From an optimization exercise on the open Yosys and OpenROAD flow, aimed at small area, a short achievable clock period and few clock cycles; shortcuts taken in it are not production practice. No functional check of the RTL was part of any run shown here. Power figures rest on the tool's default switching activity, not on a simulated workload.

==> flow/design.v (outline; a module is shown in full before it is edited, if it fits) <==
// module lcrv_isqrt: 51 lines
// module lcrv_ram: 21 lines
// module lidar_column_ring_vertical_filter: 2201 lines
module lidar_column_ring_vertical_filter #(
    parameter int ROWS = 64
) (
    input  wire logic                i_clk,
    input  wire logic                i_rst_n,
    input  wire logic                i_in_valid,
    output logic                     o_in_stall,
    input  wire logic                i_func,
    input  wire logic [5:0]          i_row,
    input  wire logic [19:0]         i_gap_mm,
    input  wire logic [17:0]         i_point_id,
    input  wire logic signed [18:0]  i_x_mm,
    input  wire logic signed [18:0]  i_y_mm,
    input  wire logic signed [18:0]  i_z_mm,
    input  wire logic                i_last_in_column,
    input  wire logic                i_cfg_we,
    input  wire logic [15:0]         i_cfg_wdata,
    output logic                     o_out_valid,
    input  wire logic                i_out_stall,
    output logic [17:0]              o_point_id_res,
    output logic                     o_is_vertical,
    output logic                     o_last_of_run
);
  // ...
==> flow/run.sh <==
#!/bin/bash
# synth_recipe.tcl (not shown) runs the flow's synth.tcl, then flattens the netlist and writes it again
# the make line also repeats each setting of config.mk as NAME=value (left out here)
make -C /OpenROAD-flow-scripts/flow DESIGN_CONFIG=/design/flow/config.mk WORK_HOME=/design/flow/orfs CLKGATE_MAP_FILE= SYNTH_SCRIPT=/design/flow/synth_recipe.tcl finish
==> flow/config.mk <==
export PLATFORM = sky130hd
export DESIGN_NAME = lidar_column_ring_vertical_filter
export DESIGN_NICKNAME = lidar_column_ring_vertical_filter
export VERILOG_FILES = /design/flow/design.v
export SDC_FILE = /design/flow/constraint.sdc
export NUM_CORES = 4
export LEC_CHECK = 0
export CAP_MARGIN = 20
export CORE_MARGIN = 2
export CORE_UTILIZATION = 40
export SLEW_MARGIN = 20
==> flow/constraint.sdc <==
create_clock -name core_clock -period 10.0 [get_ports {i_clk}]
set_input_delay 2.0000 -clock core_clock [delete_from_list [all_inputs] [get_ports {i_clk}]]
set_output_delay 2.0000 -clock core_clock [all_outputs]
set_load 0.01 [all_outputs]
==> run notes, run 1 <==
Pre-CTS WS -> 3.98 ns
Fin worst setup slack -> 3.93 ns
Met3 wire len -> 22200 µm
Clk pwr -> 15.4 mW
Worst-path cell with the longest stage delay -> o21ai_1
Post-DR wirelength/cell -> 23.6 µm
Crit-path cells -> inv_1, ha_1, nand4_1, a211oi_1, o31ai_1, nand2_1, inv_1, nor2_1, nor2_1, ha_1, nand3_1, or4_1, mux2i_1, o2111ai_1, nand2_1, nand2b_1, o21ai_1, buf_4, mux2_2
R2r worst-path depth -> 19
Warnings from Yosys -> 3
Commonest non-fill, non-tap cell in the layout -> edfxtp_1
Chip width -> 644 µm
Post-CTS Setup Inserts -> 0
Int Pwr -> 34.9 mW
Worst clock skew -> 0.127 ns
CTS Sinks -> 4050
Drt total wl -> 380000 µm
Hold Crit Class -> reg2reg
Number of diodes -> 13
Worst path arrival time -> 6.90 ns
Vias -> 84600
Buf/Inv on CP -> 3
CP Capture Point -> q14_rem[14]$_DFF_P_
Worst Path Class, Setup -> reg2reg
Met1 WL -> 160000 µm
Synth Area in XOR/XNOR -> 1.86%
Most frequent cell after synthesis -> edfxtp_1
Total track usage -> 18.1%
FF-to-FF setup slack -> 3.93 ns
Clock tree buffer depth -> 4
Sequential share of cell area -> 58.5%
Synthesized-area fraction occupied by and/or/nand/nor cells -> 5.23%
Fillcell total -> 34800
Largest cells by area after synthesis -> edfxtp_1 (52%), dfxtp_1 (15%), mux4_2 (11%)
Synth top cells by count -> edfxtp_1 (2812), dfxtp_1 (1238), mux4_2 (821), inv_1 (749), nor2_1 (513)
Critical R2R Capture -> q14_rem[14]$_DFF_P_
Core area -> 407000 µm²
Commonest register cell after synthesis -> edfxtp_1
PwrDens -> 270 nW/µm²
Run status -> finished clean
Worst slew margin -> 24.6%
Logic pwr share -> 29.7%
Tapcell Cnt -> 5428
CP delay by family, top -> simple AND/OR/NAND/NOR gates
Most frequent cells in the layout -> edfxtp_1 (2812), dfxtp_1 (1228), mux4_2 (821)
==> run 2, diff against run 1 <==
--- a/flow/config.mk
+++ b/flow/config.mk
@@ -8,4 +8,5 @@
 export CAP_MARGIN = 20
 export CORE_MARGIN = 2
 export CORE_UTILIZATION = 40
+export SETUP_SLACK_MARGIN = 5
 export SLEW_MARGIN = 20
==> run 2 against run 1 <==
- still clean on timing, DRC and antenna
- hold slack improved by 0.072 ns
- critical path depth rose by 6
- utilization rose by 0.28 points
- largest cell class unchanged
==> run notes, run 2 <==
H-tree Lvls -> 5
PwrDens -> 274 nW/µm² (+1.2%)
TNS Setup -> 0 ns
CTS tree -> built
Initial core utilization -> 40.2%
Post-route ant nets -> 0
Pleak -> 66.9 nW
Placement Cell Area -> 173000 µm²
R2r worst-path depth -> 25 (+6)
Worst clock skew -> 0.0806 ns (-0.0464 ns)
Fin area -> 188000 µm²
FF-to-FF setup slack -> 4.46 ns (+0.53 ns)
Post-DR wirelength/cell -> 23.4 µm (-1.1%)
Clock tree buffer depth -> 4 (unchanged)
CP Capture Point -> d_near$_DFF_P_
IO Count -> 146
CP Launch Type -> register
Synth top cells by count -> edfxtp_1 (2812), dfxtp_1 (1238), mux4_2 (821), inv_1 (749), nor2_1 (513)
Buf/Inv on CP -> 4 (+1)
Final Critical Period -> 5.54 ns
Max-cap viol count -> 0
CTS root buf -> clkbuf_16
Row count -> 234
Post-synth EDFFs -> 2812
Tcrit/Tclk final -> 55.4%
Run status -> finished clean
Vias in the first global route -> 88600
Worst-path cell with the longest stage delay -> fa_1
Hold slack -> 0.294 ns
Cell area after synthesis -> 164000 µm²
CP delay by family, top -> compound AO/OA/AOI/OAI gates
Clk slew on worst S/H paths -> 0.06 ns
Worst path arrival time -> 6.37 ns (-0.53 ns)
Gpl congestion -> 0.871
Grt ovf -> 0
Most frequent cell after synthesis -> edfxtp_1
Critical R2R Capture -> d_near$_DFF_P_
Worst setup path start -> sp_c[0][2]$_SDFF_PP0_
Largest cells by area after synthesis -> edfxtp_1 (52%), dfxtp_1 (15%), mux4_2 (11%)
Chip width -> 644 µm (unchanged)
Via density -> 5.26
Largest stage delay, worst path -> 0.52 ns
Core area -> 407000 µm² (unchanged)
Total track usage -> 17.9% (-0.21 points)
Die area -> 415000 µm²
Drt pass-1 iters -> 5
Initial drt markers -> 7534
Synth Register Bits -> 4050
Distinct cell type count after synthesis -> 90
Initial antenna violation count -> 30
Share of post-route cells with drive strength above 1 -> 17.9%
Drt total wl -> 377000 µm (-0.80%)
Pins Over Slew Limit -> 0
Vias -> 84800 (+0.28%)
Final setup vio count -> 0
Final nets -> 11300
Post-synthesis sequential area ratio -> 66.7%
Largest register FFs -> 1280
CTS Sinks -> 4050 (unchanged)
Worst r2r src -> sp_c[0][2]$_SDFF_PP0_
Placed Cells -> 15300
Fin cells -> 16100
Synthesis-to-finish area growth -> 14.6%
Syn avg cell area -> 16.5 µm²
Syn nets -> 10900
Worst slew margin -> 19.0% (-5.6 points)
# DRC -> 0
Commonest non-fill, non-tap cell in the layout -> edfxtp_1
Die Ht -> 644 µm
Hold Crit Class -> reg2reg
Yosys top cell area share -> 51.6%
Crit path capture type -> register
Most frequent cells in the layout -> edfxtp_1 (2812), dfxtp_1 (1226), mux4_2 (821)
Fmax -> 0.180 GHz
Critical path depth -> 25
Worst Path Class, Setup -> reg2reg
Async SR Flop Fraction -> 0%
Num CTS Buffers -> 417
Area leader, netlist -> edfxtp_1
Largest net degree at the start of global routing -> 155
Hpwl dp -> 233000 µm
Required @ worst endpoint -> 10.82 ns
Final Hold Fails -> 0
Commonest register cell after synthesis -> edfxtp_1
RSZ-0062 raised after global routing -> true
Fillcell total -> 34700 (-0.12%)
Maximum vdd drop -> 0.266 mV
Worst-path maximum fanout -> 3
IO Port Bufs -> 145
Clock latency on the worst-skew pair -> 0.98 ns
Post-synthesis cell count -> 9905
Warnings from Yosys -> 3 (unchanged)
First-pass GRT wire length -> 563000 µm
Slew @ Worst Pin -> 1.21 ns
run 2: cell counts after synthesis:
No cell type changed its count.
run 2: metrics by stage:
step           power (mW)  setup slack [ns]  util, %
5_1_grt              54.5              4.16     46.1
6_report             51.4              4.46     46.1
3_5_place_dp         35.4              4.01     42.5
4_1_cts              51.5              4.44     46.0
2_1_floorplan        31.6              4.91        -
3_3_place_gp         35.1              3.89     42.5
run 2: cells by family after synthesis:
logic type / Yosys count / share of synthesized area, %
xor+xnor: 347 / 1.86
flops: 4050 / 66.7
simple gates: 1702 / 5.23
compound gates: 955 / 3.71
fa+ha+maj: 853 / 8.13
buf+inv: 1087 / 2.50
mux: 911 / 11.9
run 2: area by class of cell:
type	instances	area [µm²]	share of cell area [%]
Timing Repair inverter	1	7.51	0.00400
Clock inverter	240	2540	1.35
Sequential cell	4050	109000	58.2
Tap cell	5428	6790	3.62
Multi-Input combinational cell	4768	51600	27.5
Timing Repair Buffer	332	3040	1.62
Clock buffer	538	11600	6.18
Antenna cell	15	37.5	0.0200
Inverter	756	2850	1.52
run 2: worst min path at each step:
| stage | endpoint | cells past startpoint | from |
|---|---|---|---|
| finish | d_z[10]$_DFF_P_ | 0 | sp_z[10]$_DFF_P_ |
| global route | d_z[10]$_DFF_P_ | 0 | sp_z[10]$_DFF_P_ |
| CTS | d_z[10]$_DFF_P_ | 0 | sp_z[10]$_DFF_P_ |
| detailed placement | d_id[16]$_DFF_P_ | 0 | sp_id[16]$_DFF_P_ |
| global placement | q0_zg[8]$_DFF_P_ | 0 | s0_zg[8]$_DFF_P_ |
| floorplan | d_have$_DFF_P_ | 0 | sp_have$_DFF_P_ |
run 2: per-layer routing:
metal  GRT usage [%]  share of wire (%)  routed length, µm
met5               0             0.0085                 32
met4            5.19                2.5               9550
met3            2.48                5.5              20900
met2            30.3                 49             186000
met1            24.2                 43             161000
run 2: what timing repair did:
| action | in CTS | in global routing |
|---|---|---|
| pin swaps | 18 | 23 |
| gates cloned | 1 | 1 |
| buffers inserted | 12 | 17 |
| endpoints found under the setup margin | 93 | 86 |
| gates resized for setup | 26 | 51 |
| hold buffers | 0 | 0 |
run 2: report_power, final:
group,switching [mW],total [mW],internal [mW]
clock,6.55,15.8,9.24
sequential,0.691,20.0,19.3
combinational,8.60,15.6,6.96

## re-timing with driven ports
No port has a modelled driver above. Below, the same layouts with a new extraction and two added sets of constraints.
Step 1 assumes that a clkbuf_16 drives the clock port and a buf_2 every other input.
Step 2, shift: input delay + t, output delay - t, t = (earliest + latest rising clock arrival at the registers) / 2. This alone moves slack from input paths to output paths.
Slacks: ideal / step 1 / step 2; pairs: ideal / step 1.
run | t, ns | setup slack, ns | hold WS [ns] | worst setup path at the end | worst register clock-pin slew, ns
run 1 | 1.061 | 3.929 / 3.929 / 3.929 | 0.222 / 0.222 / 0.222 | register to register | 0.07 / 0.07
run 2 | 1.035 | 4.456 / 4.456 / 4.228 | 0.294 / 0.294 / 0.294 | input to register | 0.07 / 0.07
After both steps every run listed still meets setup and hold. For run 2, which loses most, drivers alone change the setup slack by 0.000 ns; drivers and shift together by -0.228 ns.
